This design comes from an exercise in tuning for small area, a short achievable clock period and few clock cycles per item on the open sky130 flow, not from production work. No run shown here included a check of the RTL's function; only the layout flow was run. Power and IR drop assume default switching activity.

**design.v**
```verilog
package gbp_pkg;
	localparam logic [7:0] TERM_RESET = 8'd13;
	localparam logic [7:0] CH_SPACE = 8'h20;
	localparam logic [7:0] CH_MINUS = 8'h2D;
	localparam logic [7:0] CH_POINT = 8'h2E;
	localparam logic [7:0] CH_A = 8'h41;
	localparam logic [7:0] CH_F = 8'h46;
	localparam logic [7:0] CH_G = 8'h47;
	localparam logic [7:0] CH_L = 8'h4C;
	localparam logic [7:0] CH_M = 8'h4D;
	localparam logic [7:0] CH_N = 8'h4E;
	localparam logic [7:0] CH_U = 8'h55;
	localparam logic [7:0] CH_V = 8'h56;
	localparam logic [7:0] CH_W = 8'h57;
	typedef logic [3:0] kind_t;
	localparam kind_t K_NONE = 4'd0;
	localparam kind_t K_N    = 4'd1;
	localparam kind_t K_G    = 4'd2;
	localparam kind_t K_M    = 4'd3;
	localparam kind_t K_F    = 4'd4;
	localparam kind_t K_L    = 4'd5;
	localparam kind_t K_W    = 4'd6;
	localparam kind_t K_U    = 4'd7;
	localparam kind_t K_V    = 4'd8;
	localparam kind_t K_A    = 4'd9;
	function automatic kind_t kind_of(input logic [7:0] c);
		kind_t k;
		case (c)
			CH_N: k = K_N;
			CH_G: k = K_G;
			CH_M: k = K_M;
			CH_F: k = K_F;
			CH_L: k = K_L;
			CH_W: k = K_W;
			CH_U: k = K_U;
			CH_V: k = K_V;
			CH_A: k = K_A;
			default: k = K_NONE;
		endcase
		kind_of = k;
	endfunction
	typedef logic [3:0] cls_t;
	localparam cls_t C_OTHER = 4'd0;
	localparam cls_t C_DIGIT = 4'd10;
	localparam cls_t C_SPACE = 4'd11;
	localparam cls_t C_MINUS = 4'd12;
	localparam cls_t C_POINT = 4'd13;
	function automatic cls_t cls_of(input logic [7:0] c);
		cls_t k;
		k = kind_of(c);
		if ((c[7:4] == 4'h3) && (c[3:0] <= 4'd9)) k = C_DIGIT;
		else if (c == CH_SPACE) k = C_SPACE;
		else if (c == CH_MINUS) k = C_MINUS;
		else if (c == CH_POINT) k = C_POINT;
		cls_of = k;
	endfunction
endpackage
module gcode_block_parser_top #(
	parameter int AXIS_WORD_CHARS = 15,
	parameter int INT_WORD_DIGITS = 4
) (
	input  logic        clk,
	input  logic        arst_n,
	input  logic        cfg_we,
	input  logic [7:0]  cfg_wdata,
	input  logic        char_valid,
	input  logic [7:0]  char_in,
	output logic        char_ready,
	output logic        block_valid,
	input  logic        block_ready,
	output logic [13:0] block_number,
	output logic [1:0]  code_letter,
	output logic [6:0]  code_number,
	output logic [13:0] feed_value,
	output logic [13:0] repeat_count,
	output logic [31:0] x_milli,
	output logic [31:0] y_milli,
	output logic [31:0] z_milli,
	output logic [31:0] a_milli
);
	localparam int MAX_LIM = (AXIS_WORD_CHARS > INT_WORD_DIGITS) ? AXIS_WORD_CHARS
		: INT_WORD_DIGITS;
	localparam int CNT_W = $clog2(MAX_LIM + 1);
	localparam logic [CNT_W-1:0] LIM_AXIS = CNT_W'(AXIS_WORD_CHARS);
	localparam logic [CNT_W-1:0] LIM_INT = CNT_W'(INT_WORD_DIGITS);
	localparam logic [CNT_W-1:0] LIM_CODE = CNT_W'(2);
	localparam bit INT_SAT = (INT_WORD_DIGITS > 4);
	localparam int AW = 33;
	logic [7:0]       term_q;
	logic             cv_q;       
	gbp_pkg::cls_t    cls_q;      
	logic             ct_q;       
	logic [14:0]      wt_q;       
	logic             bv_q;       
	logic             first_q;    
	logic             cr_q;       
	logic             tk_q;       
	gbp_pkg::kind_t            kind_q;
	logic             pw_q;       
	logic [CNT_W-1:0] cnt_q;
	logic             neg_q, pt_q, st_q, en_q, ovf_q;
	logic [1:0]       fd_q;
	logic             mul10_q;    
	logic             frac_q;     
	logic [1:0]       wsel_q;     
	logic [AW-1:0]    acc_q;
	logic [13:0]      f_n, f_feed, f_rep;
	logic [1:0]       f_cl;
	logic [6:0]       f_cn;
	logic [31:0]      f_x, f_y, f_z, f_a;
	assign char_ready   = cr_q;
	assign block_valid  = bv_q;
	assign block_number = f_n;
	assign code_letter  = f_cl;
	assign code_number  = f_cn;
	assign feed_value   = f_feed;
	assign repeat_count = f_rep;
	assign x_milli      = f_x;
	assign y_milli      = f_y;
	assign z_milli      = f_z;
	assign a_milli      = f_a;
	function automatic logic [AW-1:0] add_sk(input logic [AW-1:0] a, input logic [AW-1:0] b,
		input logic kill);
		logic [AW-1:0] g, p, x;
		int j;
		x = a ^ b;
		g = a & b;
		p = x;
		for (int l = 0; (1 << l) < AW; l++) begin
			for (int i = 0; i < AW; i++) begin
				if (((i >> l) & 1) == 1) begin
					j = ((i >> l) << l) - 1;
					g[i] = g[i] | (p[i] & g[j]);
					p[i] = p[i] & p[j];
				end
			end
		end
		add_sk = (x & {AW{!kill}}) ^ ({g[AW-2:0], 1'b0} & {AW{!kill}});
	endfunction
	logic take, stall, proc;
	logic cv_d, ct_d;
	assign take  = char_valid && cr_q;
	assign stall = cv_q && bv_q && (!first_q || ct_q);
	assign proc  = cv_q && !stall;
	assign cv_d  = stall ? cv_q : take;
	assign ct_d  = stall ? ct_q : (char_in == term_q);
	gbp_pkg::kind_t kc;
	logic       digit, is_sp, is_minus, is_point, is_n, is_l, is_f;
	logic       k_int, k_nl, k_fl, k_axis, early;
	logic [CNT_W-1:0] limit, cnt_inc;
	assign kc       = (cls_q <= 4'd9) ? cls_q : gbp_pkg::K_NONE;    
	assign digit    = (cls_q == gbp_pkg::C_DIGIT);
	assign is_sp    = (cls_q == gbp_pkg::C_SPACE);
	assign is_minus = (cls_q == gbp_pkg::C_MINUS);
	assign is_point = (cls_q == gbp_pkg::C_POINT);
	assign is_n     = (cls_q == gbp_pkg::K_N);
	assign is_l     = (cls_q == gbp_pkg::K_L);
	assign is_f     = (cls_q == gbp_pkg::K_F);
	assign k_nl     = (kind_q == gbp_pkg::K_N) || (kind_q == gbp_pkg::K_G) || (kind_q == gbp_pkg::K_M);
	assign k_fl     = (kind_q == gbp_pkg::K_F) || (kind_q == gbp_pkg::K_L);
	assign k_int    = k_nl || k_fl;
	assign k_axis   = (kind_q == gbp_pkg::K_W) || (kind_q == gbp_pkg::K_U) || (kind_q == gbp_pkg::K_V) || (kind_q == gbp_pkg::K_A);
	assign cnt_inc  = cnt_q + CNT_W'(1);
	always_comb begin
		case (kind_q)
			gbp_pkg::K_F: early = is_sp || is_n || is_l;
			gbp_pkg::K_L: early = is_sp || is_n || is_f;
			gbp_pkg::K_W, gbp_pkg::K_U, gbp_pkg::K_V, gbp_pkg::K_A: early = is_sp || is_n;
			default: early = 1'b0;
		endcase
	end
	always_comb begin
		case (kind_q)
			gbp_pkg::K_G, gbp_pkg::K_M: limit = LIM_CODE;
			gbp_pkg::K_W, gbp_pkg::K_U, gbp_pkg::K_V, gbp_pkg::K_A: limit = LIM_AXIS;
			default: limit = LIM_INT;
		endcase
	end
	logic word_open, absorb, open_new, wr;
	assign word_open = (kind_q != gbp_pkg::K_NONE) && !pw_q;
	assign absorb    = proc && !ct_q && word_open && !early;
	assign open_new  = proc && !ct_q && !(word_open && !early);
	assign wr        = pw_q || (proc && (kind_q != gbp_pkg::K_NONE) && (ct_q || early));
	logic add;
	logic n_neg, n_pt, n_st, n_en;
	logic [1:0] n_fd;
	always_comb begin
		add = 1'b0;
		n_neg = neg_q;
		n_pt = pt_q;
		n_st = st_q;
		n_en = en_q;
		n_fd = fd_q;
		if (k_nl) begin
			if (!en_q && !(is_sp && !st_q)) begin
				if (digit) begin
					n_st = 1'b1;
					add = 1'b1;
				end else begin
					n_en = 1'b1;
				end
			end
		end else if (k_fl) begin
			add = digit;
		end else begin
			if (!en_q) begin
				if (is_minus) begin
					if (st_q) n_en = 1'b1;
					else begin
						n_st = 1'b1;
						n_neg = 1'b1;
					end
				end else if (is_point) begin
					if (pt_q) n_en = 1'b1;
					else begin
						n_pt = 1'b1;
						n_st = 1'b1;
					end
				end else if (digit) begin
					n_st = 1'b1;
					if (!pt_q) add = 1'b1;
					else if (fd_q != 2'd3) begin
						add = 1'b1;
						n_fd = fd_q + 2'd1;
					end
				end
			end
		end
	end
	logic       mul10;
	logic       o_axis;
	logic [1:0] n_wsel, wsel_d;
	logic       neg_d;
	assign mul10 = mul10_q;
	assign o_axis = (kc == gbp_pkg::K_W) || (kc == gbp_pkg::K_U) || (kc == gbp_pkg::K_V)
		|| (kc == gbp_pkg::K_A);
	assign n_wsel = !k_axis ? 2'd3 : (!n_pt ? 2'd0 : n_fd + 2'd1);
	assign wsel_d = absorb ? n_wsel : (open_new ? (o_axis ? 2'd0 : 2'd3) : wsel_q);
	assign neg_d  = absorb ? n_neg : (open_new ? 1'b0 : neg_q);
	logic [13:0] bw;
	always_comb begin
		bw = 14'd0;
		case ({wsel_d, char_in[3:0]})
			{2'd0, 4'd1}: bw = 14'd1000;
			{2'd0, 4'd2}: bw = 14'd2000;
			{2'd0, 4'd3}: bw = 14'd3000;
			{2'd0, 4'd4}: bw = 14'd4000;
			{2'd0, 4'd5}: bw = 14'd5000;
			{2'd0, 4'd6}: bw = 14'd6000;
			{2'd0, 4'd7}: bw = 14'd7000;
			{2'd0, 4'd8}: bw = 14'd8000;
			{2'd0, 4'd9}: bw = 14'd9000;
			{2'd1, 4'd1}: bw = 14'd100;
			{2'd1, 4'd2}: bw = 14'd200;
			{2'd1, 4'd3}: bw = 14'd300;
			{2'd1, 4'd4}: bw = 14'd400;
			{2'd1, 4'd5}: bw = 14'd500;
			{2'd1, 4'd6}: bw = 14'd600;
			{2'd1, 4'd7}: bw = 14'd700;
			{2'd1, 4'd8}: bw = 14'd800;
			{2'd1, 4'd9}: bw = 14'd900;
			{2'd2, 4'd1}: bw = 14'd10;
			{2'd2, 4'd2}: bw = 14'd20;
			{2'd2, 4'd3}: bw = 14'd30;
			{2'd2, 4'd4}: bw = 14'd40;
			{2'd2, 4'd5}: bw = 14'd50;
			{2'd2, 4'd6}: bw = 14'd60;
			{2'd2, 4'd7}: bw = 14'd70;
			{2'd2, 4'd8}: bw = 14'd80;
			{2'd2, 4'd9}: bw = 14'd90;
			{2'd3, 4'd0}: bw = 14'd0;
			{2'd3, 4'd1}: bw = 14'd1;
			{2'd3, 4'd2}: bw = 14'd2;
			{2'd3, 4'd3}: bw = 14'd3;
			{2'd3, 4'd4}: bw = 14'd4;
			{2'd3, 4'd5}: bw = 14'd5;
			{2'd3, 4'd6}: bw = 14'd6;
			{2'd3, 4'd7}: bw = 14'd7;
			{2'd3, 4'd8}: bw = 14'd8;
			{2'd3, 4'd9}: bw = 14'd9;
			default: bw = 14'd0;
		endcase
	end
	logic [AW-1:0] op1, op2, op3, csa_s, csa_c, acc_sum;
	logic          acc_oor;
	assign op1 = mul10 ? {acc_q[AW-4:0], 3'b000} : '0;
	assign op2 = !frac_q ? {acc_q[AW-2:0], 1'b0} : acc_q;
	assign op3 = {{(AW-15){wt_q[14]}}, wt_q};
	assign csa_s = op1 ^ op2 ^ op3;
	assign csa_c = (op1 & op2) | (op1 & op3) | (op2 & op3);
	assign acc_sum = add_sk(csa_s, {csa_c[AW-2:0], wt_q[14]}, !absorb);
	assign acc_oor  = (acc_q[AW-1] != acc_q[31]);
	logic          acc_big;
	assign acc_big  = !frac_q && (acc_q[30:28] != {3{acc_q[31]}});
	logic        sat;
	logic [31:0] axis_val;
	logic [13:0] int_val;
	assign sat      = ovf_q || acc_oor;
	assign axis_val = sat ? {neg_q, {31{!neg_q}}} : acc_q[31:0];
	assign int_val  = (INT_SAT && (sat || (acc_q[31:0] > 32'd16383))) ? 14'd16383 : acc_q[13:0];
	logic emit, bv_d, first_d;
	assign emit    = proc && ct_q;
	assign bv_d    = emit || (bv_q && !block_ready);
	assign first_d = emit;
	always_ff @(posedge clk or negedge arst_n) begin
		if (!arst_n) begin
			term_q <= gbp_pkg::TERM_RESET;
			cv_q <= 1'b0;
			bv_q <= 1'b0;
			cr_q <= 1'b1;
			tk_q <= 1'b1;
			kind_q <= gbp_pkg::K_NONE;
			pw_q <= 1'b0;
		end else begin
			if (cfg_we) term_q <= cfg_wdata;
			cv_q <= cv_d;
			bv_q <= bv_d;
			cr_q <= !(bv_d && (!first_d || (cv_d && ct_d)));
			tk_q <= bv_q && block_ready;
			if (absorb) begin
				pw_q <= (cnt_inc >= limit);
			end else if (open_new) begin
				kind_q <= kc;
				pw_q <= 1'b0;
			end else if (emit || pw_q) begin
				kind_q <= gbp_pkg::K_NONE;
				pw_q <= 1'b0;
			end
		end
	end
	always_ff @(posedge clk) begin
		if (!stall) begin
			cls_q <= gbp_pkg::cls_of(char_in);
			wt_q <= {neg_d, bw ^ {14{neg_d}}};
		end
		ct_q <= ct_d;
		first_q <= first_d;
		if (absorb) begin
			cnt_q <= cnt_inc;
			neg_q <= n_neg;
			pt_q <= n_pt;
			st_q <= n_st;
			en_q <= n_en;
			fd_q <= n_fd;
			mul10_q <= !(k_axis && n_pt);
			frac_q <= k_axis && n_pt;
			wsel_q <= wsel_d;
			if (add) begin
				ovf_q <= ovf_q || acc_oor || acc_big;
			end
		end else if (open_new) begin
			cnt_q <= '0;
			neg_q <= 1'b0;
			pt_q <= 1'b0;
			st_q <= 1'b0;
			en_q <= 1'b0;
			fd_q <= 2'd0;
			mul10_q <= 1'b1;
			frac_q <= 1'b0;
			wsel_q <= wsel_d;
			ovf_q <= 1'b0;
		end
		if ((absorb && add) || open_new) acc_q <= acc_sum;
	end
	logic w_n, w_c, w_f, w_l, w_x, w_y, w_z, w_a;
	logic h_n, h_c, h_f, h_l, h_x, h_y, h_z, h_a;
	assign w_n = wr && (kind_q == gbp_pkg::K_N);
	assign w_c = wr && (kind_q == gbp_pkg::K_G || kind_q == gbp_pkg::K_M);
	assign w_f = wr && (kind_q == gbp_pkg::K_F);
	assign w_l = wr && (kind_q == gbp_pkg::K_L);
	assign w_x = wr && (kind_q == gbp_pkg::K_W);
	assign w_y = wr && (kind_q == gbp_pkg::K_U);
	assign w_z = wr && (kind_q == gbp_pkg::K_V);
	assign w_a = wr && (kind_q == gbp_pkg::K_A);
	assign h_n = !w_n && !tk_q;
	assign h_c = !w_c && !tk_q;
	assign h_f = !w_f && !tk_q;
	assign h_l = !w_l && !tk_q;
	assign h_x = !w_x && !tk_q;
	assign h_y = !w_y && !tk_q;
	assign h_z = !w_z && !tk_q;
	assign h_a = !w_a && !tk_q;
	logic [1:0] cl_val;
	assign cl_val = (kind_q == gbp_pkg::K_G) ? 2'd1 : 2'd2;
	always_ff @(posedge clk) begin
		f_n    <= ({14{w_n}} & int_val) | ({14{h_n}} & f_n);
		f_cl   <= ({2{w_c}} & cl_val) | ({2{h_c}} & f_cl);
		f_cn   <= ({7{w_c}} & int_val[6:0]) | ({7{h_c}} & f_cn);
		f_feed <= ({14{w_f}} & int_val) | ({14{h_f}} & f_feed);
		f_rep  <= ({14{w_l}} & int_val) | ({14{h_l}} & f_rep) | {13'd0, tk_q && !w_l};
		f_x    <= ({32{w_x}} & axis_val) | ({32{h_x}} & f_x);
		f_y    <= ({32{w_y}} & axis_val) | ({32{h_y}} & f_y);
		f_z    <= ({32{w_z}} & axis_val) | ({32{h_z}} & f_z);
		f_a    <= ({32{w_a}} & axis_val) | ({32{h_a}} & f_a);
	end
endmodule
```
**flow/run.sh**
```bash
#!/bin/bash
set -euo pipefail
bash standard.sh "BUFFER_PORTS_ARGS=-buffer_cell sky130_fd_sc_hd__buf_1" finish > flow_make.log 2>&1
```
**standard.sh**
```bash
#!/bin/bash
# synth_recipe.tcl (not shown) runs the flow's synth.tcl, then flattens the netlist and writes it again
# the make line also repeats each setting of config.mk as NAME=value (left out here)
make -C /OpenROAD-flow-scripts/flow DESIGN_CONFIG=/design/flow/config.mk WORK_HOME=/design/flow/orfs CLKGATE_MAP_FILE= SYNTH_SCRIPT=/design/flow/synth_recipe.tcl "${@:-finish}"
```
**config.mk**
```make
export PLATFORM = sky130hd
export DESIGN_NAME = gcode_block_parser_top
export DESIGN_NICKNAME = gcode_block_parser_top
export VERILOG_FILES = /design/flow/design.v
export SDC_FILE = /design/flow/constraint.sdc
export NUM_CORES = 4
export LEC_CHECK = 0
export ABC_AREA = 1
export CAP_MARGIN = 20
export CORE_MARGIN = 2
export CORE_UTILIZATION = 40
export CTS_BUF_LIST = sky130_fd_sc_hd__clkbuf_16
export CTS_CLUSTER_DIAMETER = 120
export CTS_CLUSTER_SIZE = 20
export SETUP_SLACK_MARGIN = 5
export SLEW_MARGIN = 20
```
**constraint.sdc**
```tcl
create_clock -name core_clock -period 8.0 [get_ports {clk}]
set_input_delay 1.6000 -clock core_clock [delete_from_list [all_inputs] [get_ports {clk}]]
set_output_delay 1.6000 -clock core_clock [all_outputs]
set_load 0.01 [all_outputs]
```
==> results of run 1 <==
[metrics by stage]
stage,hold WS (ns),utilization,worst slack [ns],cells
finish,0.486,0.497,4.87,2355
global placement,0.466,0.438,4.19,2263
floorplan,0.499,-,4.75,1692
detailed placement,0.470,0.438,4.13,2263
CTS,0.484,0.469,4.86,2315
global route,0.506,0.497,4.73,2354
[registers in the layout, indices dropped and copies added (netlist names), 7 cells and up]
signal  flops
f_feed     14
acc_q      33
wt_q       15
f_rep      14
f_y        32
f_z        32
f_x        32
f_a        32
f_n        14
f_cn        7
term_q      8
[worst min-delay path by stage]
stage,from,endpoint,slack [ns],depth (start not counted)
3_5_place_dp,f_n[6],f_n[6],0.47,2
6_report,f_x[29],f_x[29],0.49,2
5_1_grt,f_x[29],f_x[29],0.51,2
4_1_cts,f_n[6],f_n[6],0.48,2
2_1_floorplan,f_x[29],f_x[29],0.50,2
3_3_place_gp,f_z[14],f_z[14],0.47,2
[routing by layer]
layer / vias to the layer above / global-route usage / routed length [um]
met5: - / 0 / 0
met4: 0 / 0.0607 / 1210
met3: 64 / 0.0272 / 3020
met2: 460 / 0.333 / 19400
met1: 6007 / 0.313 / 19000
li1: 6093 / - / -
[cell type report]
| class | count | area [um^2] |
|---|---|---|
| Clock buffer | 17 | 425 |
| Inverter | 233 | 911 |
| Multi-Input combinational cell | 1124 | 7300 |
| Fill cell | 3232 | 16900 |
| Tap cell | 448 | 561 |
| Antenna cell | 1 | 2.50 |
| Sequential cell | 265 | 6060 |
| Clock inverter | 9 | 51.3 |
| Timing Repair Buffer | 258 | 1360 |
[cell families after synthesis]
logic type	count (synthesis)	synth area share
xor gates and xnor gates	17	0.0109
muxes	8	0.00661
and+or+nand+nor	663	0.228
AOI/OAI and AO/OA	347	0.134
DFF	265	0.444
adders and majority gates	76	0.0857
buffers and inverters	316	0.0912
[cell usage in the layout, fill, tap and decap left out, types with 6 or more instances in the layout]
cell,Yosys,layout
inv_2,6,18
nor3_1,11,8
ha_1,47,24
xnor2_1,10,10
o21ai_2,0,15
xor2_1,7,7
fa_1,29,28
buf_4,2,42
clkbuf_16,0,19
inv_1,226,214
mux2_2,8,8
dfrtp_1,12,10
o21ai_1,10,21
buf_1,3,197
ha_4,0,23
nand3b_4,3,6
o21ai_0,260,232
nand4_1,25,25
dfxtp_1,182,182
nand2_1,259,233
nand3_2,4,6
nand2_2,9,30
nor2_2,2,8
nor2_1,79,68
a21oi_4,0,10
nand3_1,255,251
a21oi_1,45,32
edfxtp_1,66,66
nor2_4,5,10
[worst max-delay path, stage by stage (launching register included)]
cell and delay, ns:
edfxtp_1 0.41, buf_8 0.18, clkbuf_16 0.17, nand2_2 0.06, o21ai_2 0.05, fa_1 0.49
inv_2 0.05, ha_4 0.22, a21o_1 0.18, a21oi_2 0.20, nor2_2 0.07, a211oi_4 0.16
buf_6 0.23, nand2_8 0.10, nand2_2 0.09, nand2_1 0.05, nand3_1 0.07, nand2_1 0.07
[power by group through the flow]
stage,sequential (mW),clock (mW),combinational (mW)
floorplan,1.59,0,0.679
global placement,1.59,0,0.939
detailed placement,1.59,0,0.958
CTS,1.56,0.885,1.12
global route,1.58,0.935,1.47
finish,1.57,0.865,1.34
[repair_timing]
item / in CTS / in global routing
pin swaps: 14 / 40
gates resized for setup: 83 / 124
gates cloned: 7 / 11
buffers inserted: 19 / 28
endpoints found under the setup margin: 167 / 192
==> results.cfg, run 1 <==
[pwr]
p_sw_mw = 1.39
p_total_mw = 3.77
comb_power_share = 0.354
internal_power_mw = 2.38
p_sw_frac = 0.367
leakage_nw = 7.21
powerDensity_nw_per_um2 = 226
seqPwrFrac = 0.416
peakVddDrop_mv = 0.134
clockPowerShare = 0.230

[synth]
synth_top_area_share = 0.267
synthArstFlopShare = 0.0642
ys_warn_count = 1
synth.net_count = 1789
synth_area_um2 = 13600
ys_ff_latch = 265
yosysSeqAreaShare = 0.444
synth_cell_types = 53
synth_edf_count = 66
synth_area_leader_cell = dfxtp_1
ys_top_cells_by_count = o21ai_0, nand2_1, nand3_1, inv_1, dfxtp_1
synth.most_common_cell = o21ai_0
ys_top_cells_by_area = dfxtp_1, edfxtp_1, o21ai_0
syn_area_per_cell_um2 = 8.06
synthCells = 1692
ys.flop_type = dfxtp_1

[floorplan]
initial_core_util = 0.407
io_pins = 202
die_w_um = 189
rows = 67
core_area_um2 = 33500
dieHeight_um = 189
die-area_um2 = 35600

[grt]
grt_remaining_overflow = 0
grt_use_total = 0.214
first_global_vias = 11099
grt_pass1_wl_um = 61700
grt_antenna_before_repair = 1
grt_start_max_net_pins = 92

[timing]
clock.fmax_mhz = 320
worst_slew_pin_slew_ns = 0.953
min_period_ns = 3.13
drv_slew = 0
fin_crit_sh = 0.391
rsz0062_at_grt = yes
hold_viol = 0
setup_violations = 0
setup_tns_ns = 0
skew_ns = 0.0431
slew_headroom = 0.365

[critical_path]
crit_required_ns = 8.26
reg2reg_from = frac_q
endpoint = acc_q[21]
rr_endpoint = acc_q[21]
crit_start = frac_q
cp-end-kind = flip-flop
worstSetupPathType = flip-flop to flip-flop
worstSetupStartpointType = flip-flop
crit_fanout = 6
reg2reg_depth = 17
regToRegSetupSlack_ns = 4.87
critPathArrivalTime_ns = 3.39

[routing]
post_drt_wl_per_cell_um = 18.1
first_iter_violations = 1064
vias_per_cell = 5.36
drcViolationCount = 0
vias = 12624
drt_first_pass_iters = 5
wl_um = 42700
postRouteAntennaNets = 0

[layout]
syn2layout_area_growth_pct = 22.3
design_area_um2 = 16700
nets = 1996
drive_above_1_share = 0.139

[worst_hold_path]
hold_path_class = flip-flop to flip-flop

[clock_network]
cts_buffers = 17
htreeDepth = 1
root_buffer = clkbuf_16
cts_tree = yes
clock_sinks = 265
clock_latency_ns = 0.53
cts_hold_buf = 0
clockBufferDepth = 3
clk_transition_reported_paths_ns = 0.10

[outcome]
outcome = complete, no violations

[flow_run]
drv_cap = 0

[placed_design]
dp_hpwl_um = 26000
place_area_um2 = 14700
port_buffers = 201
place_congestion = 0.884
==> run 2: changes to the inputs <==
--- a/design.v
+++ b/design.v
@@ -87,4 +87,6 @@
 	localparam bit INT_SAT = (INT_WORD_DIGITS > 4);
 	localparam int AW = 33;
+	localparam logic signed [AW-1:0] BIG_P = 214748365;
+	localparam logic signed [AW-1:0] BIG_N = -214748365;
 	logic [7:0]       term_q;
 	logic             cv_q;       
@@ -292,5 +294,5 @@
 	assign acc_oor  = (acc_q[AW-1] != acc_q[31]);
 	logic          acc_big;
-	assign acc_big  = !frac_q && (acc_q[30:28] != {3{acc_q[31]}});
+	assign acc_big  = !frac_q && (($signed(acc_q) >= BIG_P) || ($signed(acc_q) <= BIG_N));
 	logic        sat;
 	logic [31:0] axis_val;
--- a/config.mk
+++ b/config.mk
@@ -13,4 +13,4 @@
 export CTS_CLUSTER_DIAMETER = 120
 export CTS_CLUSTER_SIZE = 20
-export SETUP_SLACK_MARGIN = 5
+export SETUP_SLACK_MARGIN = 4.7
 export SLEW_MARGIN = 20
==> run 2 against run 1 <==
Maximum frequency fell by 4.3%. Global-route usage is essentially flat. Total power fell by 7.2%. Critical path type unchanged. Largest power group unchanged.
==> results.cfg, run 2 <==
[outcome]
outcome = complete, no violations

[grt]
grt_remaining_overflow = 0
grt_pass1_wl_um = 63600
first_global_vias = 11839
grt_antenna_before_repair = 0
grt_use_total = 0.214
grt_start_max_net_pins = 94

[floorplan]
die-area_um2 = 36800
rows = 68
initial_core_util = 0.408
die_w_um = 192
io_pins = 202
core_area_um2 = 34600
dieHeight_um = 192

[clock_network]
clock_latency_ns = 0.52
cts_buffers = 17
clock_sinks = 265
root_buffer = clkbuf_16
htreeDepth = 1
cts_tree = yes
clockBufferDepth = 3
cts_hold_buf = 0
clk_transition_reported_paths_ns = 0.09

[timing]
drv_slew = 0
hold_viol = 0
setup_tns_ns = 0
skew_ns = 0.0415
slew_headroom = 0.341
setup_violations = 0
min_period_ns = 3.27
fin_crit_sh = 0.409
worst_slew_pin_slew_ns = 0.989
clock.fmax_mhz = 306
rsz0062_at_grt = yes
whs_ns = 0.485

[synth]
synth_area_leader_cell = dfxtp_1
synthCells = 1828
yosysSeqAreaShare = 0.429
ys_top_cells_by_count = nand2_1, nand3_1, o21ai_0, inv_1, dfxtp_1
synth_cell_types = 57
ys_ff_latch = 265
synth.most_common_cell = nand2_1
ys.flop_type = dfxtp_1
synth_area_um2 = 14100
ys_top_cells_by_area = dfxtp_1, edfxtp_1, nand3_1
ys_warn_count = 1
syn_area_per_cell_um2 = 7.72
synth.net_count = 1927
synth_edf_count = 66
synthArstFlopShare = 0.0642
synth_top_area_share = 0.258

[layout]
final_common_cell = nand2_1
nets = 2108
layout_common_cells = nand2_1, nand3_1, o21ai_0
drive_above_1_share = 0.0779
design_area_um2 = 16100
largest_register_ffs = 33
diodes = 0
syn2layout_area_growth_pct = 14.0
max_flop_register = acc_q

[placed_design]
place_area_um2 = 15100
place_congestion = 0.918
port_buffers = 201
dp_hpwl_um = 28300

[critical_path]
slowest_stage = fa_1
worstSetupStartpointType = flip-flop
critPathArrivalTime_ns = 3.54
path_cells = buf_12, nand2_1, o21ai_0, fa_1, inv_1, ha_1, inv_1, o21bai_2, a21oi_2, o21bai_1, a21oi_2, buf_4, nand2_2, nand2_1, nand2_1, nand2_1, nand2_1, nor2_1
crit_required_ns = 8.27
cp-end-kind = flip-flop
crit_top_cell = nand2_1
path_delay_family = adder cells
cp.buffers_inverters = 4
crit_fanout = 62
worstSetupPathType = flip-flop to flip-flop
crit_path_max_incr_delay_ns = 0.49

[routing]
drt_first_pass_iters = 6
first_iter_violations = 928
postRouteAntennaNets = 0
vias = 13075
drcViolationCount = 0
wl_um = 40500
post_drt_wl_per_cell_um = 16.4
vias_per_cell = 5.29

[pwr]
p_sw_mw = 1.26
p_sw_frac = 0.361
p_total_mw = 3.50
peakVddDrop_mv = 0.135
leakage_nw = 6.94
seqPwrFrac = 0.453
internal_power_mw = 2.24
clockPowerShare = 0.245
comb_power_share = 0.302
powerDensity_nw_per_um2 = 217

[flow_run]
drv_cap = 0

[worst_hold_path]
hold_path_class = flip-flop to flip-flop
==> run 2: cell count changes in the layout (fill, tap and decap cells not counted), sizes merged, moves of 9 or more <==
cell   change
inv       -29
xnor2      -9
nand2     +78
nor2      +40
o21ai     -23
nor3      +13
a21oi     +39
==> run 2: logic make-up (layout without fill, tap and decap cells) <==
logic type / Yosys count / in the layout / share of synthesized area
simple gates: 804 / 805 / 0.257
compound gates: 368 / 368 / 0.137
buf+inv: 300 / 487 / 0.0840
flops: 265 / 265 / 0.429
fa+ha+maj: 78 / 78 / 0.0845
xor+xnor: 10 / 10 / 0.00620
mux: 3 / 3 / 0.00239
==> run 2: through the flow <==
| step | utilization | worst slack (ns) | instances |
|---|---|---|---|
| after floorplan | - | 4.69 | 1828 |
| after global placement | 0.436 | 3.95 | 2398 |
| after detailed placement | 0.436 | 3.92 | 2398 |
| after CTS | 0.455 | 4.70 | 2442 |
| after global routing | 0.465 | 4.60 | 2471 |
| final | 0.465 | 4.73 | 2471 |
==> run 2: metal layers <==
metal  up-vias  routed length [um]  track usage
li1       6457                   -            -
met1      6136               18900        0.313
met2       439               18100        0.336
met3        43                2820       0.0270
met4         0                 653       0.0482
met5         -                   0            0
==> run 2: worst register-to-register path: stages (launching register included) <==
cell	delay, ns
edfxtp_1	0.42
buf_12	0.21
nand2_1	0.11
o21ai_0	0.10
fa_1	0.49
inv_1	0.04
ha_1	0.30
inv_1	0.07
o21bai_2	0.20
a21oi_2	0.09
o21bai_1	0.24
a21oi_2	0.07
buf_4	0.16
nand2_2	0.18
nand2_1	0.08
nand2_1	0.09
nand2_1	0.05
nand2_1	0.07
nor2_1	0.04
==> run 2: timing repair <==
action	in CTS	in global routing
setup endpoints to repair	25	28
pin swaps	0	3
setup buffers	18	28
gates resized for setup	6	35
gates cloned	0	1
==> run 2: final cells by class <==
class                   count  area (um^2)
fillers                  3513        18500
multi-input cells        1264         7000
flip-flops and latches    265         6060
repair buffers            256         1200
inverters                 205          793
well taps                 455          569
clock buffers              17          425
clock inverters             9         51.3
==> run 2: path summary, 6_finish.rpt <==
check                        start   endpoint  slack [ns]  cells after the start
min                        f_z[28]    f_z[28]        0.48                      2
max in group asynchronous   arst_n       pw_q        6.19                      1
max                         frac_q  acc_q[20]        4.73                     18
min in group asynchronous   arst_n  kind_q[0]        1.21                      1
max reg2reg                 frac_q  acc_q[20]        4.73                     18
min reg2reg                f_z[28]    f_z[28]        0.48                      2
==> run 2: power groups by stage <==
stage	sequential (mW)	clock (mW)	combinational (mW)
finish	1.59	0.858	1.06
global route	1.60	0.926	1.20
CTS	1.59	0.879	0.961
detailed placement	1.63	0	0.936
global placement	1.63	0	0.916
floorplan	1.60	0	0.668
==> run 3: changes to the inputs <==
--- a/design.v
+++ b/design.v
@@ -86,7 +86,5 @@
 	localparam logic [CNT_W-1:0] LIM_CODE = CNT_W'(2);
 	localparam bit INT_SAT = (INT_WORD_DIGITS > 4);
-	localparam int AW = 33;
-	localparam logic signed [AW-1:0] BIG_P = 214748365;
-	localparam logic signed [AW-1:0] BIG_N = -214748365;
+	localparam int AW = 36;
 	logic [7:0]       term_q;
 	logic             cv_q;       
@@ -103,5 +101,4 @@
 	logic             neg_q, pt_q, st_q, en_q, ovf_q;
 	logic [1:0]       fd_q;
-	logic             mul10_q;    
 	logic             frac_q;     
 	logic [1:0]       wsel_q;     
@@ -123,9 +120,10 @@
 	assign a_milli      = f_a;
 	function automatic logic [AW-1:0] add_sk(input logic [AW-1:0] a, input logic [AW-1:0] b,
-		input logic kill);
+		input logic cin, input logic kill);
 		logic [AW-1:0] g, p, x;
 		int j;
 		x = a ^ b;
 		g = a & b;
+		g[0] = g[0] | (x[0] & cin);
 		p = x;
 		for (int l = 0; (1 << l) < AW; l++) begin
@@ -138,5 +136,5 @@
 			end
 		end
-		add_sk = (x & {AW{!kill}}) ^ ({g[AW-2:0], 1'b0} & {AW{!kill}});
+		add_sk = (x & {AW{!kill}}) ^ ({g[AW-2:0], cin} & {AW{!kill}});
 	endfunction
 	logic take, stall, proc;
@@ -230,9 +228,7 @@
 		end
 	end
-	logic       mul10;
 	logic       o_axis;
 	logic [1:0] n_wsel, wsel_d;
 	logic       neg_d;
-	assign mul10 = mul10_q;
 	assign o_axis = (kc == gbp_pkg::K_W) || (kc == gbp_pkg::K_U) || (kc == gbp_pkg::K_V)
 		|| (kc == gbp_pkg::K_A);
@@ -284,15 +280,15 @@
 		endcase
 	end
-	logic [AW-1:0] op1, op2, op3, csa_s, csa_c, acc_sum;
+	logic [AW-1:0] op1, op2, op3, csa_s, csa_c, sum10, sum1, acc_sum;
 	logic          acc_oor;
-	assign op1 = mul10 ? {acc_q[AW-4:0], 3'b000} : '0;
-	assign op2 = !frac_q ? {acc_q[AW-2:0], 1'b0} : acc_q;
+	assign op1 = {acc_q[AW-4:0], 3'b000};
+	assign op2 = {acc_q[AW-2:0], 1'b0};
 	assign op3 = {{(AW-15){wt_q[14]}}, wt_q};
 	assign csa_s = op1 ^ op2 ^ op3;
 	assign csa_c = (op1 & op2) | (op1 & op3) | (op2 & op3);
-	assign acc_sum = add_sk(csa_s, {csa_c[AW-2:0], wt_q[14]}, !absorb);
-	assign acc_oor  = (acc_q[AW-1] != acc_q[31]);
-	logic          acc_big;
-	assign acc_big  = !frac_q && (($signed(acc_q) >= BIG_P) || ($signed(acc_q) <= BIG_N));
+	assign sum10 = add_sk(csa_s, {csa_c[AW-2:0], 1'b0}, wt_q[14], !absorb);
+	assign sum1  = add_sk(acc_q, op3, wt_q[14], !absorb);
+	assign acc_sum = frac_q ? sum1 : sum10;
+	assign acc_oor  = (acc_q[AW-1:31] != '0) && (acc_q[AW-1:31] != '1);
 	logic        sat;
 	logic [31:0] axis_val;
@@ -345,9 +341,8 @@
 			en_q <= n_en;
 			fd_q <= n_fd;
-			mul10_q <= !(k_axis && n_pt);
 			frac_q <= k_axis && n_pt;
 			wsel_q <= wsel_d;
 			if (add) begin
-				ovf_q <= ovf_q || acc_oor || acc_big;
+				ovf_q <= ovf_q || acc_oor;
 			end
 		end else if (open_new) begin
@@ -358,5 +353,4 @@
 			en_q <= 1'b0;
 			fd_q <= 2'd0;
-			mul10_q <= 1'b1;
 			frac_q <= 1'b0;
 			wsel_q <= wsel_d;
--- a/config.mk
+++ b/config.mk
@@ -10,7 +10,7 @@
 export CORE_MARGIN = 2
 export CORE_UTILIZATION = 40
-export CTS_BUF_LIST = sky130_fd_sc_hd__clkbuf_16
-export CTS_CLUSTER_DIAMETER = 120
-export CTS_CLUSTER_SIZE = 20
+export CTS_BUF_LIST = sky130_fd_sc_hd__clkbuf_8
+export CTS_CLUSTER_DIAMETER = 100
+export CTS_CLUSTER_SIZE = 14
 export SETUP_SLACK_MARGIN = 4.7
 export SLEW_MARGIN = 20
==> run 3 against run 2 <==
Critical path depth decreased by 5. Critical endpoint is now wt_q[12]. Synthesized cell count is 4.6% higher. Worst setup slack improved by 0.11 ns. Wire length up 6.2%. Clock power shrank 15%. Sequential power is 3% higher. Still clean.
==> results.cfg, run 3 <==
[outcome]
outcome = complete, no violations

[critical_path]
worstSetupStartpointType = flip-flop
regToRegSetupSlack_ns = 4.84
critPathArrivalTime_ns = 3.47
cp-end-kind = flip-flop
crit_required_ns = 8.31
crit_fanout = 38
worstSetupPathType = flip-flop to flip-flop

[synth]
synth_area_um2 = 15100
ys.flop_type = dfxtp_1
synthArstFlopShare = 0.0637
synth_edf_count = 68
synth.most_common_cell = nand3_1
ys_top_cells_by_count = nand3_1, nand2_1, inv_1, dfxtp_1, o21ai_1
ys_warn_count = 1
synth.net_count = 2048
synth_area_leader_cell = dfxtp_1
ys_ff_latch = 267
ys_top_cells_by_area = dfxtp_1, edfxtp_1, nand3_1
synthCells = 1912
synth_top_area_share = 0.242
synth_cell_types = 58
yosysSeqAreaShare = 0.406
syn_area_per_cell_um2 = 7.88

[timing]
rsz0062_at_grt = yes
setup_violations = 0
skew_ns = 0.0346
whs_ns = 0.482
slew_headroom = 0.363
fin_crit_sh = 0.395
worst_slew_pin_slew_ns = 0.953
clock.fmax_mhz = 317
min_period_ns = 3.16
drv_slew = 0
hold_viol = 0
setup_tns_ns = 0
worst_slack_ns = 4.84

[placed_design]
port_buffers = 201
dp_slack_ns = 4.02
place_area_um2 = 16300
place_congestion = 0.861
dp_hpwl_um = 29700

[floorplan]
die_w_um = 198
rows = 71
io_pins = 202
initial_core_util = 0.403
core_area_um2 = 37400
dieHeight_um = 198
die-area_um2 = 39200

[layout]
max_flop_register = acc_q
fillCellCount = 3810
drive_above_1_share = 0.0638
layout_common_cells = nand3_1, nand2_1, inv_1
largest_register_ffs = 36
final_common_cell = nand3_1
design_area_um2 = 17000
nets = 2229
syn2layout_area_growth_pct = 12.6
diodes = 0

[clock_network]
clk_transition_reported_paths_ns = 0.09
clock_latency_ns = 0.59
cts_hold_buf = 0
root_buffer = clkbuf_8
htreeDepth = 1
clock_sinks = 267
cts_buffers = 23
clockBufferDepth = 3
cts_tree = yes

[pwr]
p_sw_mw = 1.21
leakage_nw = 7.60
clockPowerShare = 0.218
seqPwrFrac = 0.487
p_sw_frac = 0.359
powerDensity_nw_per_um2 = 198
p_total_mw = 3.36
comb_power_share = 0.295
internal_power_mw = 2.15
peakVddDrop_mv = 0.0887

[routing]
vias = 13687
wl_um = 43000
drt_first_pass_iters = 5
first_iter_violations = 950
vias_per_cell = 5.24
post_drt_wl_per_cell_um = 16.5
postRouteAntennaNets = 0
drcViolationCount = 0

[worst_hold_path]
hold_path_class = flip-flop to flip-flop

[grt]
grt_remaining_overflow = 0
grt_start_max_net_pins = 83
grt_use_total = 0.207
first_global_vias = 12432
grt_pass1_wl_um = 65600
grt_antenna_before_repair = 0

[flow_run]
drv_cap = 0
[run 3: cell count changes after synthesis, sizes merged, moves of 5 or more]
cell / previous run / this run
o21ai: 247 / 269
nand2: 349 / 302
inv: 203 / 231
buf: 27 / 56
nand3b: 5 / 11
o21bai: 5 / 10
a21oi: 85 / 112
nand4: 27 / 22
ha: 49 / 83
xor2: 9 / 15
clkbuf: 68 / 28
nand3: 267 / 305
nor2: 126 / 89
[run 3: path summary, 6_finish.rpt]
check / start / endpoint / cells past startpoint
max in group asynchronous: arst_n / kind_q[1] / 1
setup reg to reg: kind_q[0] / wt_q[12] / 13
min in group asynchronous: arst_n / bv_q / 1
hold reg to reg: f_z[18] / f_z[18] / 2
hold / removal: f_z[18] / f_z[18] / 2
setup / recovery: kind_q[0] / wt_q[12] / 13
[run 3: kinds of logic (layout without fill, tap and decap cells)]
| group | after synthesis | count (layout) | share of synthesized area |
|---|---|---|---|
| mux | 6 | 6 | 0.00448 |
| compound gates | 429 | 429 | 0.151 |
| flops | 267 | 267 | 0.406 |
| fa+ha+maj | 115 | 115 | 0.111 |
| xor+xnor | 19 | 19 | 0.0110 |
| simple gates | 760 | 763 | 0.233 |
| buf+inv | 316 | 502 | 0.0830 |
[run 3: area by class of cell]
cell class,count,area [um^2],area share
well taps,511,639,0.0377
flip-flops and latches,267,6120,0.360
repair buffers,237,1080,0.0635
clock buffers,23,317,0.0186
clock inverters,10,50.0,0.00295
multi-input cells,1332,7890,0.465
inverters,232,881,0.0519
[run 3: metal layers]
layer	track usage	part of all wire	vias up
met5	0	0	-
met4	0.0437	0.021	0
met3	0.0262	0.061	56
met2	0.327	0.44	366
met1	0.302	0.48	6372
li1	-	-	6893
[run 3: through the flow]
stage / utilization / std cells
floorplan: - / 1912
global placement: 0.435 / 2550
detailed placement: 0.435 / 2550
CTS: 0.446 / 2586
global route: 0.454 / 2612
finish: 0.454 / 2612
[run 3: power by group through the flow]
| stage | combinational, mW | sequential, mW | clock (mW) |
|---|---|---|---|
| global placement | 0.929 | 1.66 | 0 |
| global route | 1.13 | 1.65 | 0.802 |
| floorplan | 0.657 | 1.67 | 0 |
| finish | 0.989 | 1.64 | 0.731 |
| CTS | 0.956 | 1.63 | 0.754 |
| detailed placement | 0.948 | 1.66 | 0 |
[run 3: what timing repair did]
action,in CTS,in global routing
gates cloned,0,3
setup buffers,3,21
pin swaps,0,6
gates resized for setup,8,20
setup endpoints to repair,174,69
[run 3: worst max-delay path: stages (launching register included)]
cell and delay [ns]:
dfrtp_1 0.93, xor2_1 0.20, nand4_1 0.13, nand2_1 0.14, inv_1 0.06, nand2_1 0.09
buf_8 0.29, nor2_1 0.09, nand2_1 0.18, nand2_2 0.21, inv_2 0.18, nand3_1 0.14
o21ai_0 0.18, nand2_1 0.07
==> run 4: changes to the inputs <==
--- a/design.v
+++ b/design.v
@@ -98,4 +98,6 @@
 	gbp_pkg::kind_t            kind_q;
 	logic             pw_q;       
+	logic             wo_q;       
+	logic             ax_q, nl_q, gm_q, fk_q, lk_q;   
 	logic [CNT_W-1:0] cnt_q;
 	logic             neg_q, pt_q, st_q, en_q, ovf_q;
@@ -157,29 +159,16 @@
 	assign is_l     = (cls_q == gbp_pkg::K_L);
 	assign is_f     = (cls_q == gbp_pkg::K_F);
-	assign k_nl     = (kind_q == gbp_pkg::K_N) || (kind_q == gbp_pkg::K_G) || (kind_q == gbp_pkg::K_M);
-	assign k_fl     = (kind_q == gbp_pkg::K_F) || (kind_q == gbp_pkg::K_L);
+	assign k_nl     = nl_q;
+	assign k_fl     = fk_q || lk_q;
 	assign k_int    = k_nl || k_fl;
-	assign k_axis   = (kind_q == gbp_pkg::K_W) || (kind_q == gbp_pkg::K_U) || (kind_q == gbp_pkg::K_V) || (kind_q == gbp_pkg::K_A);
+	assign k_axis   = ax_q;
 	assign cnt_inc  = cnt_q + CNT_W'(1);
-	always_comb begin
-		case (kind_q)
-			gbp_pkg::K_F: early = is_sp || is_n || is_l;
-			gbp_pkg::K_L: early = is_sp || is_n || is_f;
-			gbp_pkg::K_W, gbp_pkg::K_U, gbp_pkg::K_V, gbp_pkg::K_A: early = is_sp || is_n;
-			default: early = 1'b0;
-		endcase
-	end
-	always_comb begin
-		case (kind_q)
-			gbp_pkg::K_G, gbp_pkg::K_M: limit = LIM_CODE;
-			gbp_pkg::K_W, gbp_pkg::K_U, gbp_pkg::K_V, gbp_pkg::K_A: limit = LIM_AXIS;
-			default: limit = LIM_INT;
-		endcase
-	end
+	assign early = ((ax_q || fk_q || lk_q) && (is_sp || is_n)) || (fk_q && is_l) || (lk_q && is_f);
+	assign limit = gm_q ? LIM_CODE : (ax_q ? LIM_AXIS : LIM_INT);
 	logic word_open, absorb, open_new, wr;
-	assign word_open = (kind_q != gbp_pkg::K_NONE) && !pw_q;
+	assign word_open = wo_q;
 	assign absorb    = proc && !ct_q && word_open && !early;
 	assign open_new  = proc && !ct_q && !(word_open && !early);
-	assign wr        = pw_q || (proc && (kind_q != gbp_pkg::K_NONE) && (ct_q || early));
+	assign wr        = pw_q || (proc && wo_q && (ct_q || early));
 	logic add;
 	logic n_neg, n_pt, n_st, n_en;
@@ -236,8 +225,14 @@
 	assign wsel_d = absorb ? n_wsel : (open_new ? (o_axis ? 2'd0 : 2'd3) : wsel_q);
 	assign neg_d  = absorb ? n_neg : (open_new ? 1'b0 : neg_q);
+	logic       take_c;
+	logic [1:0] wsel_p;
+	logic       neg_p;
+	assign take_c = word_open && !early;
+	assign wsel_p = (cv_q && !ct_q) ? (take_c ? n_wsel : (o_axis ? 2'd0 : 2'd3)) : wsel_q;
+	assign neg_p  = (cv_q && !ct_q) ? (take_c && n_neg) : neg_q;
 	logic [13:0] bw;
 	always_comb begin
 		bw = 14'd0;
-		case ({wsel_d, char_in[3:0]})
+		case ({wsel_p, char_in[3:0]})
 			{2'd0, 4'd1}: bw = 14'd1000;
 			{2'd0, 4'd2}: bw = 14'd2000;
@@ -310,4 +305,5 @@
 			kind_q <= gbp_pkg::K_NONE;
 			pw_q <= 1'b0;
+			wo_q <= 1'b0;
 		end else begin
 			if (cfg_we) term_q <= cfg_wdata;
@@ -318,17 +314,27 @@
 			if (absorb) begin
 				pw_q <= (cnt_inc >= limit);
+				wo_q <= !(cnt_inc >= limit);
 			end else if (open_new) begin
 				kind_q <= kc;
 				pw_q <= 1'b0;
+				wo_q <= (kc != gbp_pkg::K_NONE);
 			end else if (emit || pw_q) begin
 				kind_q <= gbp_pkg::K_NONE;
 				pw_q <= 1'b0;
+				wo_q <= 1'b0;
 			end
 		end
 	end
 	always_ff @(posedge clk) begin
+		if (open_new) begin
+			ax_q <= o_axis;
+			nl_q <= (kc == gbp_pkg::K_N) || (kc == gbp_pkg::K_G) || (kc == gbp_pkg::K_M);
+			gm_q <= (kc == gbp_pkg::K_G) || (kc == gbp_pkg::K_M);
+			fk_q <= (kc == gbp_pkg::K_F);
+			lk_q <= (kc == gbp_pkg::K_L);
+		end
 		if (!stall) begin
 			cls_q <= gbp_pkg::cls_of(char_in);
-			wt_q <= {neg_d, bw ^ {14{neg_d}}};
+			wt_q <= {neg_p, bw ^ {14{neg_p}}};
 		end
 		ct_q <= ct_d;
--- a/config.mk
+++ b/config.mk
@@ -10,7 +10,7 @@
 export CORE_MARGIN = 2
 export CORE_UTILIZATION = 40
-export CTS_BUF_LIST = sky130_fd_sc_hd__clkbuf_8
-export CTS_CLUSTER_DIAMETER = 100
-export CTS_CLUSTER_SIZE = 14
-export SETUP_SLACK_MARGIN = 4.7
+export CTS_BUF_LIST = sky130_fd_sc_hd__clkbuf_16
+export CTS_CLUSTER_DIAMETER = 120
+export CTS_CLUSTER_SIZE = 20
+export SETUP_SLACK_MARGIN = 5
 export SLEW_MARGIN = 20
==> run 4 against run 3 <==
Sequential share of layout area is 0.29 points lower. Wire length is 1.8% higher. Combinational power rose to 2.6 times the previous value. Clock-buffer cell count is 6 lower. Total power grew 57%. Register-to-register slack improved by 0.20 ns. Highest routed layer unchanged.
==> results.cfg, run 4 <==
[outcome]
outcome = complete, no violations

[clock_network]
clock_latency_ns = 0.51
clk_transition_reported_paths_ns = 0.09
cts_buffers = 17
cts_tree = yes
cts_hold_buf = 0
clockBufferDepth = 3
root_buffer = clkbuf_16
clock_sinks = 273
htreeDepth = 1

[layout]
largest_register_ffs = 36
drive_above_1_share = 0.0802
final_common_cell = nand2_1
diodes = 0
design_area_um2 = 17600
nets = 2300
multi_input_area_um2 = 8120
syn2layout_area_growth_pct = 15.2
fillCellCount = 3800
max_flop_register = acc_q
seq_area_um2 = 6300
layout_common_cells = nand2_1, nand3_1, o21ai_0

[critical_path]
path_cells = buf_12, clkinvlp_4, buf_12, fa_1, inv_2, ha_4, nand3_2, nor2_2, nand2_2, nand2_4, inv_2, nor2_1, nor2_1, nand2_2, a21oi_1, nand2_1, nand2_1, nand2_1, a21oi_1
crit_top_cell = nand2_1
slowest_stage = fa_1
worstSetupStartpointType = flip-flop
critPathArrivalTime_ns = 3.19
worstSetupPathType = flip-flop to flip-flop
cp-end-kind = flip-flop
crit_required_ns = 8.23
crit_path_max_incr_delay_ns = 0.49
crit_fanout = 7

[routing]
wl_um = 43800
first_iter_violations = 876
drcViolationCount = 0
vias_per_cell = 5.26
post_drt_wl_per_cell_um = 16.3
postRouteAntennaNets = 0
vias = 14089
drt_first_pass_iters = 5

[synth]
synth_edf_count = 74
synth.most_common_cell = nand2_1
synth_area_um2 = 15300
synth.net_count = 2114
ys.flop_type = dfxtp_1
yosysSeqAreaShare = 0.412
ys_top_cells_by_area = dfxtp_1, edfxtp_1, nand3_1
ys_top_cells_by_count = nand2_1, nand3_1, o21ai_0, inv_1, dfxtp_1
synth_top_area_share = 0.237
synthArstFlopShare = 0.0659
synth_cell_types = 51
syn_area_per_cell_um2 = 7.74
ys_warn_count = 1
ys_ff_latch = 273
synth_area_leader_cell = dfxtp_1
synthCells = 1978

[pwr]
leakage_nw = 7.75
powerDensity_nw_per_um2 = 298
peakVddDrop_mv = 0.144

[placed_design]
port_buffers = 201
place_congestion = 0.866
place_area_um2 = 16500
dp_hpwl_um = 30100

[worst_hold_path]
hold_path_class = flip-flop to flip-flop

[timing]
rsz0062_at_grt = yes
slew_headroom = 0.293
fin_crit_sh = 0.370
drv_slew = 0
worst_slew_pin_slew_ns = 1.06
hold_viol = 0
setup_violations = 0
clock.fmax_mhz = 338
setup_tns_ns = 0
skew_ns = 0.0223
min_period_ns = 2.96

[grt]
first_global_vias = 13011
grt_start_max_net_pins = 106
grt_remaining_overflow = 0
grt_pass1_wl_um = 68600
grt_antenna_before_repair = 0
grt_use_total = 0.215

[floorplan]
die-area_um2 = 39800
core_area_um2 = 37700
rows = 71
initial_core_util = 0.406
dieHeight_um = 200
die_w_um = 200
io_pins = 202

[flow_run]
drv_cap = 0
-- run 4: cell count changes in the layout (fill, tap and decap cells not counted), moves of 10 or more --
cell	change
o21ai_0	+171
o21ai_1	-166
nand2_1	+44
clkbuf_8	-23
clkbuf_16	+17
nor2_1	+17
ha_1	-10
nand2_4	+10
-- run 4: per-stage QoR --
stage / instances / util / setup WS, ns / hold slack (ns) / power (mW)
final: 2681 / 0.468 / 5.04 / 0.485 / 5.26
after CTS: 2663 / 0.458 / 4.99 / 0.490 / 5.07
after detailed placement: 2621 / 0.439 / 4.18 / 0.471 / 4.12
after floorplan: 1978 / - / 4.45 / 0.468 / 3.53
after global placement: 2621 / 0.439 / 4.30 / 0.454 / 4.07
after global routing: 2681 / 0.468 / 4.84 / 0.513 / 5.68
-- run 4: routing by layer --
layer	GRT usage	vias up	part of all wire
li1	-	7059	-
met3	0.0262	60	0.065
met5	0	-	0
met4	0.0464	0	0.020
met2	0.359	419	0.45
met1	0.297	6551	0.47
-- run 4: power by group --
group	internal, mW	leakage (nW)	switching, mW
logic	0.959	5.04	1.60
registers	1.66	2.45	0.181
clock network	0.387	0.251	0.471
total	3.01	7.75	2.25
-- run 4: cell families (layout without fill, tap and decap cells) --
group / after synthesis / count (layout) / share of synthesized area
simple gates: 818 / 820 / 0.237
compound gates: 442 / 442 / 0.154
buf+inv: 319 / 509 / 0.0813
flops: 273 / 273 / 0.412
fa+ha+maj: 115 / 115 / 0.110
xor+xnor: 11 / 11 / 0.00630
-- run 4: area by class of cell --
class / count / share of cell area
Clock inverter: 8 / 0.00199
Multi-Input combinational cell: 1388 / 0.461
Inverter: 239 / 0.0518
Sequential cell: 273 / 0.358
Tap cell: 511 / 0.0363
Clock buffer: 17 / 0.0241
Timing Repair Buffer: 245 / 0.0675
-- run 4: worst paths after layout --
path / depth (start not counted) / startpoint / slack, ns / end
hold reg to reg: 2 / bv_q / 0.48 / tk_q
max in group asynchronous: 2 / arst_n / 6.68 / cr_q
min in group asynchronous: 2 / arst_n / 1.04 / term_q[6]
hold / removal: 2 / bv_q / 0.48 / tk_q
setup reg to reg: 19 / wt_q[14] / 5.04 / acc_q[33]
setup / recovery: 19 / wt_q[14] / 5.04 / acc_q[33]
-- run 4: what timing repair did --
| item | in CTS | in global routing |
|---|---|---|
| pin swaps | 3 | 13 |
| gates cloned | 3 | 1 |
| endpoints found under the setup margin | 70 | 37 |
| buffers inserted | 14 | 17 |
| gates resized for setup | 18 | 51 |
-- run 4: critical path, delay by kind of cell, from the launching register on --
kind	cells	cell delay, ns
buffers and inverters	5	0.53
DFF	1	0.43
AOI/OAI and AO/OA	2	0.12
and+or+nand+nor	10	0.86
adders and majority gates	2	0.75
==> run 5: changes to the inputs <==
--- a/config.mk
+++ b/config.mk
@@ -13,4 +13,4 @@
 export CTS_CLUSTER_DIAMETER = 120
 export CTS_CLUSTER_SIZE = 20
-export SETUP_SLACK_MARGIN = 5
+export SETUP_SLACK_MARGIN = 4.7
 export SLEW_MARGIN = 20
==> run 5 against run 4 <==
Combinational power shrank 9.0%. Core utilization fell by 1.2 points. Critical path type unchanged. First-iteration DRC count grew 8.9%. Final area fell by 2.6%. Non-clock buffer count down 22. Critical endpoint is now acc_q[35]. Area after synthesis unchanged. Sequential power is essentially flat. Clock-buffer cell count is the same. Clock skew shrank 0.0011 ns.
==> results.cfg, run 5 <==
[placed_design]
place_inst = 2621
dp_hpwl_um = 30100
place_congestion = 0.866
port_buffers = 201

[pwr]
powerDensity_nw_per_um2 = 293
peakVddDrop_mv = 0.138
leakage_nw = 7.60

[layout]
seq_area_um2 = 6300
final_common_cell = nand2_1
largest_register_ffs = 36
drive_above_1_share = 0.0522
multi_input_area_um2 = 7900
fin_cells = 2658
nets = 2277
diodes = 0
layout_common_cells = nand2_1, nand3_1, o21ai_0
syn2layout_area_growth_pct = 12.2
max_flop_register = acc_q
fillCellCount = 3833

[floorplan]
dieHeight_um = 200
initial_core_util = 0.406
die_w_um = 200
die-area_um2 = 39800
core_area_um2 = 37700
rows = 71
io_pins = 202

[critical_path]
critPathArrivalTime_ns = 3.40
crit_fanout = 7
crit_path_max_incr_delay_ns = 0.53
crit_top_cell = nand2_1
reg2reg_from = acc_q[2]
worstSetupStartpointType = flip-flop
cp-end-kind = flip-flop
crit_required_ns = 8.28
crit_start = acc_q[2]
slowest_stage = fa_1
path_cells = inv_2, fa_1, inv_1, ha_1, nand2_1, o21ai_4, nand2_1, nand2_2, nand3_2, nand2_4, nand2_1, nand2_2, nand2_1, nand4_1, nand2_1, nand2_1, nand2_1
worstSetupPathType = flip-flop to flip-flop

[clock_network]
cts_tree = yes
cts_buffers = 17
htreeDepth = 1
cts_hold_buf = 0
root_buffer = clkbuf_16
clock_sinks = 273
clk_transition_reported_paths_ns = 0.10
clock_latency_ns = 0.51
clockBufferDepth = 3

[grt]
met1_usage = 0.293
grt_remaining_overflow = 0
grt_use_total = 0.210
top_usage_layer = met2
grt_antenna_before_repair = 0
first_global_vias = 12956
grt_start_max_net_pins = 106
grt_use_met2 = 0.350
grt_pass1_wl_um = 67600
use_met3 = 0.0248

[routing]
drcViolationCount = 0
postRouteAntennaNets = 0
vias_per_cell = 5.23
wl_um = 42900
post_drt_wl_per_cell_um = 16.2
drt_first_pass_iters = 5
vias = 13898
first_iter_violations = 954

[synth]
syn_area_per_cell_um2 = 7.74
synth_top_area_share = 0.237
synth_cell_types = 51
ys_top_cells_by_area = dfxtp_1, edfxtp_1, nand3_1
ys_warn_count = 1
ys_top_cells_by_count = nand2_1, nand3_1, o21ai_0, inv_1, dfxtp_1
yosysSeqAreaShare = 0.412
ys_ff_latch = 273
synth.net_count = 2114
ys.flop_type = dfxtp_1
synth.most_common_cell = nand2_1
synth_edf_count = 74
synth_area_um2 = 15300
synth_area_leader_cell = dfxtp_1
synthArstFlopShare = 0.0659
synthCells = 1978

[timing]
clock.fmax_mhz = 321
fin_crit_sh = 0.389
min_period_ns = 3.11
drv_slew = 0
worst_slew_pin_slew_ns = 1.06
setup_violations = 0
slew_headroom = 0.296
whs_ns = 0.485
hold_viol = 0
setup_tns_ns = 0
rsz0062_at_grt = yes
skew_ns = 0.0212

[outcome]
outcome = complete, no violations

[worst_hold_path]
min_from = bv_q
hold_path_class = flip-flop to flip-flop

[flow_run]
drv_cap = 0
-- run 5: kinds of logic (layout without fill, tap and decap cells) --
group                    Yosys count  in the layout  share of synthesized area
AND/OR/NAND/NOR                  818            819                      0.237
AO/OA/AOI/OAI                    442            442                      0.154
buffers and inverters            319            487                     0.0813
flip-flops                       273            273                      0.412
adder cells (fa/ha/maj)          115            115                      0.110
XOR/XNOR                          11             11                    0.00630
-- run 5: metal layers --
layer / up-vias / wire length, um
li1: 7003 / -
met2: 387 / 19200
met3: 49 / 2820
met1: 6459 / 20200
met4: 0 / 742
met5: - / 0
-- run 5: critical path, delay by kind of cell (launching register included) --
family / cells / cell delay [ns]
compound gates: 1 / 0.18
flops: 1 / 0.45
simple gates: 12 / 1.23
fa+ha+maj: 2 / 0.87
buf+inv: 2 / 0.17
-- run 5: area by class of cell --
type,count,area share
Timing Repair Buffer,223,0.0563
Multi-Input combinational cell,1387,0.460
Inverter,239,0.0526
Clock buffer,17,0.0248
Clock inverter,8,0.00204
Sequential cell,273,0.367
Tap cell,511,0.0372
-- run 5: repair_timing --
action,in CTS,in global routing
cloned,0,3
setup buffers,0,9
pin swaps,0,3
resized for setup,4,10
setup endpoints to repair,20,19
-- run 5: path summary, 6_finish.rpt --
| check | depth (start not counted) | slack [ns] | end |
|---|---|---|---|
| worst max-delay path | 17 | 4.89 | acc_q[35] |
| worst min-delay path | 2 | 0.48 | tk_q |
| worst max register to register | 17 | 4.89 | acc_q[35] |
| worst min register to register | 2 | 0.48 | tk_q |
| max in group asynchronous | 2 | 6.68 | cr_q |
| min in group asynchronous | 2 | 1.04 | term_q[6] |
-- run 5: per-stage QoR --
step           total power [mW]  instance area [um^2]  worst slack, ns   util
2_1_floorplan              3.53                 15400             4.45      -
3_3_place_gp               4.07                 16500             4.30  0.439
3_5_place_dp               4.12                 16500             4.18  0.439
4_1_cts                    4.99                 17000             4.71  0.452
5_1_grt                    5.46                 17200             4.66  0.456
6_report                   5.02                 17200             4.89  0.456
-- run 5: power breakdown --
part	internal, mW	switching [mW]	leakage, nW
combinational	0.825	1.50	4.89
clock	0.387	0.467	0.251
sequential	1.66	0.183	2.45

[re-timing with driven ports]
No port has a modelled driver above. Below, the same layouts with a new extraction and two added sets of constraints. Step 1 assumes that a clkbuf_16 drives the clock port and a buf_2 every other input. Step 2 times the ports against the registers' clock, not the clock port: input delays grow and output delays shrink by t, the midpoint of the rising clock arrivals with the driver on. Slacks: ideal ports / drivers / drivers and shift; pairs: ideal ports / drivers.
run	t, ns	setup slack, ns	slew at the worst register clock pin (ns)
run 1	0.556	4.871 / 4.871 / 4.650	0.10 / 0.10
run 2	0.552	4.730 / 4.730 / 4.473	0.09 / 0.09
run 3	0.625	4.842 / 4.842 / 4.267	0.12 / 0.12
run 4	0.556	5.043 / 5.043 / 4.629	0.10 / 0.10
run 5	0.557	4.886 / 4.886 / 4.447	0.10 / 0.10
After both steps every run listed still meets setup and hold. The setup slack of run 3, which loses most, moves by 0.000 ns with the drivers and by -0.575 ns with both steps.
